Source: an optimization exercise on an open RTL-to-GDS flow (aim: small area, a short achievable clock period and few clock cycles). Production flows keep margins and buffers that such runs may drop. Function was checked by simulation only, so behaviour that the tests miss may differ from the original. No activity file was given, so power comes from the tool's default toggle rates.

## config.mk

```make
export PLATFORM = sky130hd
export DESIGN_NAME = next_n_prefetch_queue
export DESIGN_NICKNAME = next_n_prefetch_queue
export VERILOG_FILES = /design/flow/design.v
export SDC_FILE = /design/flow/constraint.sdc
export NUM_CORES = 4
export LEC_CHECK = 0
export CAP_MARGIN = 20
export CORE_MARGIN = 2
export CORE_UTILIZATION = 40
export SLEW_MARGIN = 20
```

## constraint.sdc

```tcl
create_clock -name core_clock -period 5.5 [get_ports {clk}]
set_input_delay 1.1000 -clock core_clock [delete_from_list [all_inputs] [get_ports {clk}]]
set_output_delay 1.1000 -clock core_clock [all_outputs]
set_load 0.01 [all_outputs]
```

## design.v

```verilog
package npq_pkg;
	localparam int QUEUE_DEPTH = 32;
	localparam int MAX_WINDOW  = 16;
	localparam int ID_W     = 64;
	localparam int CMD_W    = 3;
	localparam int WIN_W    = 5;
	localparam int LVL_W    = 6;
	localparam int PTR_W    = $clog2(QUEUE_DEPTH);
	localparam int STEP_W   = $clog2(MAX_WINDOW + 2);
	localparam int CFG_IDX_W  = 2;
	localparam int CFG_DATA_W = 6;
	localparam int OUT_DATA_W = 80;
	typedef logic [CMD_W-1:0] cmd_code_t;
	localparam cmd_code_t CMD_REQUEST  = 3'd0;
	localparam cmd_code_t CMD_DISPATCH = 3'd1;
	localparam cmd_code_t CMD_COMPLETE = 3'd2;
	localparam cmd_code_t CMD_CLEAR    = 3'd3;
	localparam cmd_code_t CMD_PAUSE    = 3'd4;
	localparam cmd_code_t CMD_RESUME   = 3'd5;
	typedef logic [CFG_IDX_W-1:0] cfg_idx_t;
	localparam cfg_idx_t CFG_WINDOW = 2'd0;
	localparam cfg_idx_t CFG_LIMIT  = 2'd1;
	localparam cfg_idx_t CFG_RUN    = 2'd2;
	typedef struct packed {
		logic accept;
		logic push_step;
		logic rd_issue;
		logic take_flight;
		logic complete;
		logic clear;
		logic pause;
		logic resume;
		logic load_out;
	} npq_cmd_t;
	typedef struct packed {
		cmd_code_t cmd;
		logic      req_ok;
		logic      disp_ok;
		logic      push_end;
		logic      out_free;
	} npq_sts_t;
endpackage
module npq_ctrl (
	input  logic              clk,
	input  logic              arst_n,
	input  logic              s_axis_tvalid,
	output logic              s_axis_tready,
	input  npq_pkg::npq_sts_t sts,
	output npq_pkg::npq_cmd_t ctl
);
	typedef enum logic [4:0] {
		ST_IDLE = 5'b00001,
		ST_EXEC = 5'b00010,
		ST_PUSH = 5'b00100,
		ST_READ = 5'b01000,
		ST_FIN  = 5'b10000
	} state_t;
	state_t state_q;
	state_t state_nx;
	always_ff @(posedge clk or negedge arst_n) begin
		if (!arst_n) begin
			state_q <= ST_IDLE;
		end else begin
			state_q <= state_nx;
		end
	end
	always_comb begin
		state_nx      = state_q;
		ctl           = '0;
		s_axis_tready = 1'b0;
		case (state_q)
			ST_IDLE: begin
				s_axis_tready = 1'b1;
				if (s_axis_tvalid) begin
					ctl.accept = 1'b1;
					state_nx   = ST_EXEC;
				end
			end
			ST_EXEC: begin
				state_nx = ST_FIN;
				case (sts.cmd)
					npq_pkg::CMD_REQUEST: begin
						if (sts.req_ok) begin
							state_nx = ST_PUSH;
						end
					end
					npq_pkg::CMD_DISPATCH: begin
						if (sts.disp_ok) begin
							ctl.rd_issue = 1'b1;
							state_nx     = ST_READ;
						end
					end
					npq_pkg::CMD_COMPLETE: ctl.complete = 1'b1;
					npq_pkg::CMD_CLEAR:    ctl.clear    = 1'b1;
					npq_pkg::CMD_PAUSE:    ctl.pause    = 1'b1;
					npq_pkg::CMD_RESUME:   ctl.resume   = 1'b1;
					default:      state_nx     = ST_FIN;
				endcase
			end
			ST_PUSH: begin
				if (sts.push_end) begin
					state_nx = ST_FIN;
				end else begin
					ctl.push_step = 1'b1;
				end
			end
			ST_READ: begin
				ctl.take_flight = 1'b1;
				state_nx        = ST_FIN;
			end
			ST_FIN: begin
				if (sts.out_free) begin
					ctl.load_out = 1'b1;
					state_nx     = ST_IDLE;
				end
			end
			default: state_nx = ST_IDLE;
		endcase
	end
endmodule
module npq_dp (
	input  logic                           clk,
	input  logic                           arst_n,
	input  logic [npq_pkg::ID_W-1:0]       in_base,
	input  logic [npq_pkg::CMD_W-1:0]      in_cmd,
	input  logic                           cfg_valid,
	output logic                           cfg_ready,
	input  logic [npq_pkg::CFG_IDX_W-1:0]  cfg_index,
	input  logic [npq_pkg::CFG_DATA_W-1:0] cfg_data,
	input  npq_pkg::npq_cmd_t              ctl,
	output npq_pkg::npq_sts_t              sts,
	output logic                           m_axis_tvalid,
	input  logic                           m_axis_tready,
	output logic [npq_pkg::OUT_DATA_W-1:0] m_axis_tdata,
	output logic [0:0]                     m_axis_tuser
);
	logic [npq_pkg::WIN_W-1:0]  window_q;
	logic [npq_pkg::LVL_W-1:0]  limit_q;
	logic              run_q;
	npq_pkg::cmd_code_t         cmd_q;
	logic [npq_pkg::ID_W-1:0]   nid_q;
	logic [npq_pkg::STEP_W-1:0] step_q;
	logic [npq_pkg::WIN_W-1:0]  pushed_q;
	logic [npq_pkg::PTR_W-1:0]  head_q;
	logic [npq_pkg::PTR_W-1:0]  tail_q;
	logic [npq_pkg::LVL_W-1:0]  fill_q;
	logic              flight_valid_q;
	logic [npq_pkg::ID_W-1:0]   flight_id_q;
	logic              pause_q;
	logic              fv_q;
	logic [npq_pkg::ID_W-1:0]   fid_q;
	logic [npq_pkg::ID_W-1:0]   rd_data_q;
	logic [npq_pkg::ID_W-1:0]   mem [npq_pkg::QUEUE_DEPTH];
	logic [npq_pkg::WIN_W-1:0]  win_eff;
	logic [npq_pkg::LVL_W-1:0]  lim_eff;
	logic              skip;
	logic              do_write;
	logic [npq_pkg::PTR_W-1:0]  head_nx;
	logic [npq_pkg::PTR_W-1:0]  tail_nx;
	assign cfg_ready = 1'b1;
	assign win_eff = (window_q > npq_pkg::WIN_W'(npq_pkg::MAX_WINDOW)) ? npq_pkg::WIN_W'(npq_pkg::MAX_WINDOW) : window_q;
	assign lim_eff = (limit_q > npq_pkg::LVL_W'(npq_pkg::QUEUE_DEPTH)) ? npq_pkg::LVL_W'(npq_pkg::QUEUE_DEPTH) : limit_q;
	assign skip     = flight_valid_q && (nid_q == flight_id_q);
	assign do_write = ctl.push_step && !skip;
	assign head_nx = (head_q == npq_pkg::PTR_W'(npq_pkg::QUEUE_DEPTH - 1)) ? '0 : head_q + 1'b1;
	assign tail_nx = (tail_q == npq_pkg::PTR_W'(npq_pkg::QUEUE_DEPTH - 1)) ? '0 : tail_q + 1'b1;
	assign sts.cmd      = cmd_q;
	assign sts.req_ok   = run_q && !pause_q;
	assign sts.disp_ok  = !pause_q && (fill_q != '0) && !flight_valid_q;
	assign sts.push_end = (step_q > npq_pkg::STEP_W'(win_eff)) || (!skip && (fill_q >= lim_eff));
	assign sts.out_free = !m_axis_tvalid || m_axis_tready;
	always_ff @(posedge clk or negedge arst_n) begin
		if (!arst_n) begin
			window_q <= npq_pkg::WIN_W'(5);
			limit_q  <= npq_pkg::LVL_W'(20);
			run_q    <= 1'b0;
		end else if (cfg_valid) begin
			case (cfg_index)
				npq_pkg::CFG_WINDOW: window_q <= cfg_data[npq_pkg::WIN_W-1:0];
				npq_pkg::CFG_LIMIT:  limit_q  <= cfg_data[npq_pkg::LVL_W-1:0];
				npq_pkg::CFG_RUN:    run_q    <= cfg_data[0];
				default:    ;
			endcase
		end
	end
	always_ff @(posedge clk) begin
		if (ctl.accept) begin
			cmd_q  <= in_cmd;
			nid_q  <= in_base + npq_pkg::ID_W'(1);
			step_q <= npq_pkg::STEP_W'(1);
		end else if (ctl.push_step) begin
			nid_q  <= nid_q + npq_pkg::ID_W'(1);
			step_q <= step_q + 1'b1;
		end
	end
	always_ff @(posedge clk) begin
		if (ctl.accept) begin
			pushed_q <= '0;
			fv_q     <= 1'b0;
			fid_q    <= '0;
		end else begin
			if (do_write) begin
				pushed_q <= pushed_q + 1'b1;
			end
			if (ctl.take_flight) begin
				fv_q  <= 1'b1;
				fid_q <= rd_data_q;
			end
		end
	end
	always_ff @(posedge clk or negedge arst_n) begin
		if (!arst_n) begin
			head_q         <= '0;
			tail_q         <= '0;
			fill_q         <= '0;
			flight_valid_q <= 1'b0;
			flight_id_q    <= '0;
			pause_q        <= 1'b0;
		end else begin
			if (ctl.clear) begin
				head_q <= '0;
				tail_q <= '0;
				fill_q <= '0;
			end else if (do_write) begin
				tail_q <= tail_nx;
				fill_q <= fill_q + 1'b1;
			end else if (ctl.take_flight) begin
				head_q <= head_nx;
				fill_q <= fill_q - 1'b1;
			end
			if (ctl.take_flight) begin
				flight_valid_q <= 1'b1;
				flight_id_q    <= rd_data_q;
			end else if (ctl.complete) begin
				flight_valid_q <= 1'b0;
			end
			if (ctl.pause) begin
				pause_q <= 1'b1;
			end else if (ctl.resume) begin
				pause_q <= 1'b0;
			end
		end
	end
	always_ff @(posedge clk) begin
		if (do_write) begin
			mem[tail_q] <= nid_q;
		end
		if (ctl.rd_issue) begin
			rd_data_q <= mem[head_q];
		end
	end
	always_ff @(posedge clk or negedge arst_n) begin
		if (!arst_n) begin
			m_axis_tvalid <= 1'b0;
		end else if (ctl.load_out) begin
			m_axis_tvalid <= 1'b1;
		end else if (m_axis_tready) begin
			m_axis_tvalid <= 1'b0;
		end
	end
	always_ff @(posedge clk) begin
		if (ctl.load_out) begin
			m_axis_tdata <= {3'b000, pause_q, flight_valid_q, fill_q, pushed_q, fid_q};
			m_axis_tuser <= fv_q;
		end
	end
endmodule
module next_n_prefetch_queue (
	input  logic                           clk,
	input  logic                           arst_n,
	input  logic                           s_axis_tvalid,
	output logic                           s_axis_tready,
	input  logic [npq_pkg::ID_W-1:0]       s_axis_tdata,   
	input  logic [npq_pkg::CMD_W-1:0]      s_axis_tuser,   
	output logic                           m_axis_tvalid,
	input  logic                           m_axis_tready,
	output logic [npq_pkg::OUT_DATA_W-1:0] m_axis_tdata,
	output logic [0:0]                     m_axis_tuser,   
	input  logic                           cfg_valid,
	output logic                           cfg_ready,
	input  logic [npq_pkg::CFG_IDX_W-1:0]  cfg_index,
	input  logic [npq_pkg::CFG_DATA_W-1:0] cfg_data
);
	npq_pkg::npq_cmd_t ctl;
	npq_pkg::npq_sts_t sts;
	npq_ctrl u_ctrl (
		.clk           (clk),
		.arst_n        (arst_n),
		.s_axis_tvalid (s_axis_tvalid),
		.s_axis_tready (s_axis_tready),
		.sts           (sts),
		.ctl           (ctl)
	);
	npq_dp u_dp (
		.clk           (clk),
		.arst_n        (arst_n),
		.in_base       (s_axis_tdata),
		.in_cmd        (s_axis_tuser),
		.cfg_valid     (cfg_valid),
		.cfg_ready     (cfg_ready),
		.cfg_index     (cfg_index),
		.cfg_data      (cfg_data),
		.ctl           (ctl),
		.sts           (sts),
		.m_axis_tvalid (m_axis_tvalid),
		.m_axis_tready (m_axis_tready),
		.m_axis_tdata  (m_axis_tdata),
		.m_axis_tuser  (m_axis_tuser)
	);
endmodule
```

## run.sh

```bash
#!/bin/bash
# synth_recipe.tcl (not shown) runs the flow's synth.tcl, then flattens the netlist and writes it again
# the make line also repeats each setting of config.mk as NAME=value (left out here)
make -C /OpenROAD-flow-scripts/flow DESIGN_CONFIG=/design/flow/config.mk WORK_HOME=/design/flow/orfs CLKGATE_MAP_FILE= SYNTH_SCRIPT=/design/flow/synth_recipe.tcl finish
```

==> impl_metrics.tcl <==
set metrics [dict create \
    status "no timing/DRC/antenna violations" \
    clockBufferDepth 3 \
    synthSimpleGateAreaFrac_pct 3.26 \
    synth_edf_count 2257 \
    whs_ns 0.210 \
    highest_layer "met4" \
    synth_top_cell_by_area "edfxtp_1" \
    start_kind "register" \
    rows 178 \
    cts_setup_buffers 0 \
    swShare_pct 24.0 \
    core_area_mm2 0.235 \
    grt_start_max_net_pins 118 \
    placed_cell_area_mm2 0.101 \
    finalMaxSlewViolations 0 \
    start_util_pct 40.2 \
    max_clock_freq_ghz 0.218 \
    grt_pass1_wl_mm 362 \
    yosys.cell_types.count 75 \
    async_reset_ff_share_pct 4.11 \
    reg2reg_slack_ns 0.91 \
    ir_worst_vdd_v 0.000314 \
    hold_viol_final 0 \
    drtAntennaViolNets 0 \
    crit_fanout 52 \
    layout_min_cycle_time_ns 4.59 \
    grt_pass1_vias 47415 \
    vias_per_cell 5.70 \
    drt-initial-drc-count 5550 \
    gp_congestion 0.917 \
    synth_cells 4474 \
    slowest_delay_ns 0.76 \
    seq_power_share_pct 52.5 \
    synth_xor_area_share_pct 1.22 \
    wl_met1_mm 103 \
    cts-resized-gates 0 \
    synth_adder_area_share_pct 0.353 \
    synth-compound-area-share_pct 1.20 \
    endpoint_kind "register" \
    routed-wl-met2_mm 127 \
    cts_sinks 2432 \
    crit_chain "xnor2_1 > nand4_1 > nor4_1 > and3_1 > and3_1 > nor3_2 > nand2_1 > nor2_4 > buf_12" \
    setup_violations 0 \
    synth_top_family_by_area "multiplexers" \
    cts_buffers 238 \
    crit_buf_inv 1 \
    clkPwrFrac_pct 38.6 \
    first_pass_iters 6 \
    total_power_mw 42.2 \
    synth_top_cell_area_share_pct 71.8 \
    htreeDepth 4 \
    die_y_um 490 \
    stdcell_area_mm2 0.109 \
    clock_latency_ns 0.90 \
    place_inst 7758 \
    grt_antenna_before_repair 7 \
    ys_seq_area_share_pct 76.1 \
    reg2reg_from "u_dp.nid_q[37]" \
    overflow 0 \
    drive_gt1_share_pct 26.3 \
    p_int_mw 32.1 \
    crit_top_cell "and3_1" \
    hpwlAfterDp_mm 147 \
    die_w_um 490 \
    grtUsageTotal_pct 21.4 \
    postCtsHoldBufs 0 \
    drt-total-wl_mm 256 \
    root_buffer "clkbuf_16" \
    reg2reg_depth 9 \
    rsz0062_at_grt "no" \
    r2r_end "u_dp.mem[10][15]" \
    syn_area_mm2 0.0944 \
    clock_skew_ns 0.0776 \
    worst_pin_slew_ns 1.16 \
    final_cells 8209 \
    path_delay_family "simple AND/OR/NAND/NOR gates" \
    path_clk_slew_ns 0.07 \
    cp_data_arrival_time_ns 5.05 \
    combPwrFrac_pct 8.9 \
    power_density_mw_per_mm2 387 \
    path_depth 9 \
    final_nets 4954 \
    ios 164 \
    crit_slowest_cell "nor2_4" \
    synth.avg_cell_area_um2 21.1 \
    drc 0 \
    dieArea_mm2 0.240 \
    dr_wl_met3_mm 15.4 \
    path_class "reg -> reg" \
    port_buffers 159 \
    relSlewSlack_pct 22.6 \
    min_period_over_period_pct 83.4 \
    wl_per_cell_um 31.1 \
    drv_cap 0 \
    hold_class "in -> async" \
    cts_tree "built" \
    synthTopCellsByArea "edfxtp_1 72%, mux4_2 15%, dfrtp_1 2.5%" \
    area_delta_synth_final_pct 15.7 \
    synthMuxAreaShare_pct 16.9 \
    num-fill-cells 19365 \
    vias 46811 \
    leakage_nw 33.7 \
    required_ns 5.96 \
    synth-seq-cells 2432 \
    ys_warn_count 2 \
    synth_flop_cell "edfxtp_1" \
    power_switching_mw 10.1 \
]
registers in the layout (all words and copies together), names as in the netlist, 3 cells and up:
register,cells
u_dp.window_q,5
u_dp.step_q,5
u_dp.flight_id_q,64
u_dp.pushed_q,5
u_dp.fill_q,6
u_dp.tail_q,5
u_dp.limit_q,6
u_dp.rd_data_q,64
u_dp.cmd_q,3
u_dp.m_axis_tdata,77
u_dp.fid_q,64
u_ctrl.state_q,5
u_dp.nid_q,64
u_dp.mem,2048
u_dp.head_q,5
per-layer routing:
layer,vias to the layer above,track usage (%)
li1,19111,-
met1,25384,28.8
met2,1897,35.3
met3,419,2.80
met4,0,8.47
met5,-,0
worst max-delay path by stage:
stage,from,end
floorplan,u_dp.window_q[4],u_dp.mem[30][0]
global placement,s_axis_tvalid,u_dp.nid_q[42]
detailed placement,s_axis_tvalid,u_dp.nid_q[54]
CTS,u_dp.nid_q[4],u_dp.mem[26][11]
global route,u_dp.window_q[4],u_dp.mem[26][11]
finish,u_dp.nid_q[37],u_dp.mem[10][15]
cell families (layout without fill, tap and decap cells):
family	count (synthesis)	after routing
flops	2432	2432
mux	779	779
simple gates	658	658
buf+inv	254	831
compound gates	192	192
xor+xnor	131	131
fa+ha+maj	26	26
other cells	2	10
through the flow:
stage                     TNS [ns]  utilization, %  worst slack [ns]
after global placement           0            43.1             0.371
after global routing             0            46.5             0.816
after detailed placement         0            43.1             0.420
after CTS                        0            46.5              1.03
after floorplan            -256.16               -            -0.129
final                            0            46.5             0.912
power by group through the flow:
| stage | logic [mW] | clock network (mW) | registers, mW |
|---|---|---|---|
| finish | 3.75 | 16.3 | 22.2 |
| global route | 4.01 | 17.3 | 22.2 |
| CTS | 3.73 | 16.6 | 22.1 |
| detailed placement | 3.73 | 0 | 22.5 |
| global placement | 3.62 | 0 | 22.5 |
| floorplan | 1.23 | 0 | 23.1 |
cells in the mapped netlist, types with 27 or more instances:
cell and number:
a21oi_1 95, buf_1 44, clkbuf_1 148, dfrtp_1 95
dfxtp_1 75, edfxtp_1 2257, inv_1 43, mux2_2 76
mux2i_1 62, mux4_2 640, nand2_1 326, nand2b_1 27
nand3_1 67, nand4_1 32, nor2_1 87, nor3_1 27
o21ai_0 46, xnor2_1 81, xor2_1 50
cells in the final DEF (no fill, tap or decap), types with 62 or more instances in the layout:
cell	n
edfxtp_1	2257
mux4_2	640
nand2_1	325
clkbuf_16	244
clkdlybuf4s50_1	158
buf_4	144
a21oi_1	95
dfrtp_1	90
xnor2_1	81
mux2_2	76
dfxtp_1	75
nand3_1	67
mux2i_1	62
cell type report:
type | count | area [um^2] | area share, %
Antenna cell | 6 | 15.0 | 0.0138
Clock buffer | 321 | 6620 | 6.06
Clock inverter | 124 | 1260 | 1.16
Inverter | 43 | 169 | 0.155
Multi-Input combinational cell | 1790 | 21900 | 20.0
Sequential cell | 2432 | 71800 | 65.8
Tap cell | 3150 | 3940 | 3.61
Timing Repair Buffer | 343 | 3470 | 3.18
Testbench counts, summed over its fixed seeds: cycles 53,054.

==> separate check: timing with driven ports <==
The flow's constraints put no driver on any port. The routed layout listed below was extracted and timed again, unchanged, in two steps. Step 1 (the two cells are an assumption about what drives the block):
set clk [get_ports {clk}]
set_driving_cell -lib_cell sky130_fd_sc_hd__clkbuf_16 $clk
set_driving_cell -lib_cell sky130_fd_sc_hd__buf_2 [delete_from_list [all_inputs] $clk]
Step 2 also shifts input and output timing later by t, the mid clock arrival at the registers, as if the neighbouring blocks saw the same clock. a / b / c = no drivers / after step 1 / after step 2; a / b = the first two.
t (ns): 0.960
setup WS [ns]: 0.912 / 0.912 / 0.378
worst setup path after step 2: input to register
After both steps setup and hold are still met in this run. For this run, drivers alone change the setup slack by 0.000 ns; drivers and shift together by -0.534 ns.
